Background: an optimization exercise with open tools, aiming at small area, a short achievable clock period and few clock cycles per item. Do not read the settings as production practice.
At most, simulation tests tie the RTL to the original design; equivalence was not proved.

// hsl_to_rgb_converter_unit
module hsl_to_rgb_converter_unit
(
  input  logic             clk_i,
  input  logic             rst_ni,
  input  logic             in_valid_i,
  output logic             in_ready_o,
  input  logic [hsl2rgb_pkg::HueW-1:0]  hue_degrees_i,
  input  logic [hsl2rgb_pkg::PctW-1:0]  saturation_pct_i,
  input  logic [hsl2rgb_pkg::PctW-1:0]  lightness_pct_i,
  output logic             out_valid_o,
  input  logic             out_ready_i,
  output logic [hsl2rgb_pkg::ChanW-1:0] red_o,
  output logic [hsl2rgb_pkg::ChanW-1:0] green_o,
  output logic [hsl2rgb_pkg::ChanW-1:0] blue_o
);
Size: roughly 1500 cells after synthesis.
==> module hsl2rgb_low, before the edit <==
module hsl2rgb_low (
  input  logic [3:0] tens_i,
  input  logic [3:0] ones_i,
  input  logic [9:0] thr_i,
  input  logic [17:0] yq_i,
  output logic [7:0] sum_o
);
  logic p18, p19, p20, p21, p22, p23, p24, p25, p26, p27, p28, p29;
  logic p30, p31, p32, p33, p34, p35, s1, y1, s2, y2, s3, y3;
  logic s4, y4, s5, y5, s6, y6, s7, y7, s8, y8, s9, y9;
  logic s10, y10, s11, y11, s12, y12, s13, y13, s14, y14, s15, y15;
  logic s16, y16, s17, y17, s18, y18, s19, y19, s20, y20;
  assign p18 = ~yq_i[0];
  assign p19 = ~yq_i[1];
  assign p20 = ~yq_i[2];
  assign p21 = ~yq_i[3];
  assign p22 = ~yq_i[4];
  assign p23 = ~yq_i[5];
  assign p24 = ~yq_i[6];
  assign p25 = ~yq_i[7];
  assign p26 = ~yq_i[8];
  assign p27 = ~yq_i[9];
  assign p28 = ~yq_i[10];
  assign p29 = ~yq_i[11];
  assign p30 = ~yq_i[12];
  assign p31 = ~yq_i[13];
  assign p32 = ~yq_i[14];
  assign p33 = ~yq_i[15];
  assign p34 = ~yq_i[16];
  assign p35 = ~yq_i[17];
  hsl2rgb_ha u_s1 (.a_i(tens_i[2]), .b_i(tens_i[1]), .s_o(s1), .y_o(y1));
  hsl2rgb_fa u_s2 (.a_i(tens_i[3]), .b_i(tens_i[2]), .c_i(ones_i[3]), .s_o(s2), .y_o(y2));
  hsl2rgb_ha u_s3 (.a_i(tens_i[3]), .b_i(tens_i[0]), .s_o(s3), .y_o(y3));
  hsl2rgb_ha u_s4 (.a_i(tens_i[1]), .b_i(tens_i[0]), .s_o(s4), .y_o(y4));
  hsl2rgb_ha u_s5 (.a_i(tens_i[1]), .b_i(tens_i[0]), .s_o(s5), .y_o(y5));
  hsl2rgb_fa u_s6 (.a_i(s1), .b_i(ones_i[2]), .c_i(ones_i[0]), .s_o(s6), .y_o(y6));
  hsl2rgb_fa u_s7 (.a_i(y1), .b_i(s2), .c_i(ones_i[1]), .s_o(s7), .y_o(y7));
  hsl2rgb_fa u_s8 (.a_i(y2), .b_i(s3), .c_i(ones_i[2]), .s_o(s8), .y_o(y8));
  hsl2rgb_fa u_s9 (.a_i(y3), .b_i(s4), .c_i(ones_i[3]), .s_o(s9), .y_o(y9));
  hsl2rgb_fa u_s10 (.a_i(y4), .b_i(tens_i[2]), .c_i(tens_i[1]), .s_o(s10), .y_o(y10));
  hsl2rgb_ha u_s11 (.a_i(tens_i[3]), .b_i(tens_i[2]), .s_o(s11), .y_o(y11));
  hsl2rgb_ha u_s12 (.a_i(tens_i[0]), .b_i(ones_i[0]), .s_o(s12), .y_o(y12));
  hsl2rgb_fa u_s13 (.a_i(s5), .b_i(ones_i[1]), .c_i(p29), .s_o(s13), .y_o(y13));
  hsl2rgb_fa u_s14 (.a_i(y5), .b_i(s6), .c_i(p30), .s_o(s14), .y_o(y14));
  hsl2rgb_fa u_s15 (.a_i(y6), .b_i(s7), .c_i(p31), .s_o(s15), .y_o(y15));
  hsl2rgb_fa u_s16 (.a_i(y7), .b_i(s8), .c_i(p32), .s_o(s16), .y_o(y16));
  hsl2rgb_fa u_s17 (.a_i(y8), .b_i(s9), .c_i(p33), .s_o(s17), .y_o(y17));
  hsl2rgb_fa u_s18 (.a_i(y9), .b_i(s10), .c_i(p34), .s_o(s18), .y_o(y18));
  hsl2rgb_fa u_s19 (.a_i(y10), .b_i(s11), .c_i(p35), .s_o(s19), .y_o(y19));
  hsl2rgb_fa1 u_s20 (.a_i(y11), .b_i(tens_i[3]), .s_o(s20), .y_o(y20));
  logic [18:0] r0, r1, sum;
  assign r0 = {y19, y18, y17, y16, y15, y14, y13, y12, s12, thr_i[9], thr_i[8], thr_i[7], thr_i[6], thr_i[5], thr_i[4], thr_i[3], thr_i[2], thr_i[1], thr_i[0]};
  assign r1 = {s20, s19, s18, s17, s16, s15, s14, s13, p28, p27, p26, p25, p24, p23, p22, p21, p20, p19, p18};
  hsl2rgb_ks #(.W(19), .L(5)) u_add (.a_i(r0), .b_i(r1), .s_o(sum));
  assign sum_o = sum[17:10];
endmodule
export LEC_CHECK = 0
export ABC_CLOCK_PERIOD_IN_PS = 4500
export CAP_MARGIN = 20
export CORE_MARGIN = 2
export CORE_UTILIZATION = 40
export CTS_BUF_LIST = sky130_fd_sc_hd__clkbuf_4 sky130_fd_sc_hd__clkbuf_8
export SETUP_SLACK_MARGIN = 4.75
export SLEW_MARGIN = 20
create_clock -name core_clock -period 9.5 [get_ports {clk_i}]
standard.sh (not shown) runs the stock make flow with config.mk's settings and CLKGATE_MAP_FILE= SYNTH_SCRIPT=/design/flow/synth_recipe.tcl, a recipe that flattens the netlist after the stock synthesis.
==> flow/flow/run.sh <==
#!/bin/bash
# Layout flow: the standard flow, with one netlist step between synthesis and floorplan.
# flow/polfix.py removes inverters around the full and half adders of the synthesized
# netlist (full adders are self-dual, so some may work on complemented signals); the
# registers and every other cell stay as synthesis made them. Each tool's output goes to
# a log of its own: synth.log, polfix.log, layout.log.
set -euo pipefail
R=orfs/results/sky130hd/hsl_to_rgb_converter_unit/base
bash standard.sh synth > synth.log 2>&1
cp "$R/1_2_yosys.v" yosys_netlist.v
python3 flow/polfix.py yosys_netlist.v "$R/1_2_yosys.v" > polfix.log 2>&1
bash standard.sh > layout.log 2>&1
Other scripts of this flow, unchanged in this note and not shown: flow/flow/polfix.py
The first run completed with no timing, DRC or antenna violations.
Testbench counts at the start, summed over its fixed seeds: cycles 12,032, items 12,000.
Rerun with:
--- a/flow/design.v
+++ b/flow/design.v
@@ -707,7 +707,7 @@
   logic [18:0] r0, r1, sum;
   assign r0 = {y19, y18, y17, y16, y15, y14, y13, y12, s12, thr_i[9], thr_i[8], thr_i[7], thr_i[6], thr_i[5], thr_i[4], thr_i[3], thr_i[2], thr_i[1], thr_i[0]};
   assign r1 = {s20, s19, s18, s17, s16, s15, s14, s13, p28, p27, p26, p25, p24, p23, p22, p21, p20, p19, p18};
-  hsl2rgb_ks #(.W(19), .L(5)) u_add (.a_i(r0), .b_i(r1), .s_o(sum));
+  assign sum = r0 + r1;
   assign sum_o = sum[17:10];
 endmodule
 module hsl_to_rgb_converter_unit
The new run finished with timing, DRC and antenna clean.
Sequential share of layout area is lower by 0.64 points.
Clock skew came out lower by 5.2 ps.
Design area came out higher by a few percent.
Wire length climbs slightly.
Final cell count goes up by a few percent.
Hold slack gets better by 6.0 ps.
Register-to-register slack got worse by 50 ps.
No functional check of the RTL was part of the second run of this note.

static timing again, ports no longer ideal:
The results above use ideal ports. As a check the final layouts listed here were re-extracted and re-timed, cells and wires unchanged.
Step 1 sets driving cells, clkbuf_16 on the clock port and buf_2 on the other inputs (assumed; they add their load-dependent delay and slew).
Step 2 also shifts input and output timing later by t, the mid clock arrival at the registers, as if the neighbouring blocks saw the same clock.
Slacks: no drivers / after step 1 / after step 2; pairs: no drivers / after step 1.
run	t (ns)	setup WS [ns]	hold WS [ns]	worst setup path at the end	worst register clock-pin slew, ns
the first run	0.522	4.916 / 4.916 / 4.684	0.424 / 0.424 / 0.424	input to register	0.10 / 0.10
the second run	0.532	4.866 / 4.866 / 4.866	0.430 / 0.430 / 0.430	register to register	0.10 / 0.10
After both steps setup and hold are still met in every run listed. The setup slack of the first run, which loses most, moves by 0.000 ns with the drivers and by -0.232 ns with both steps.
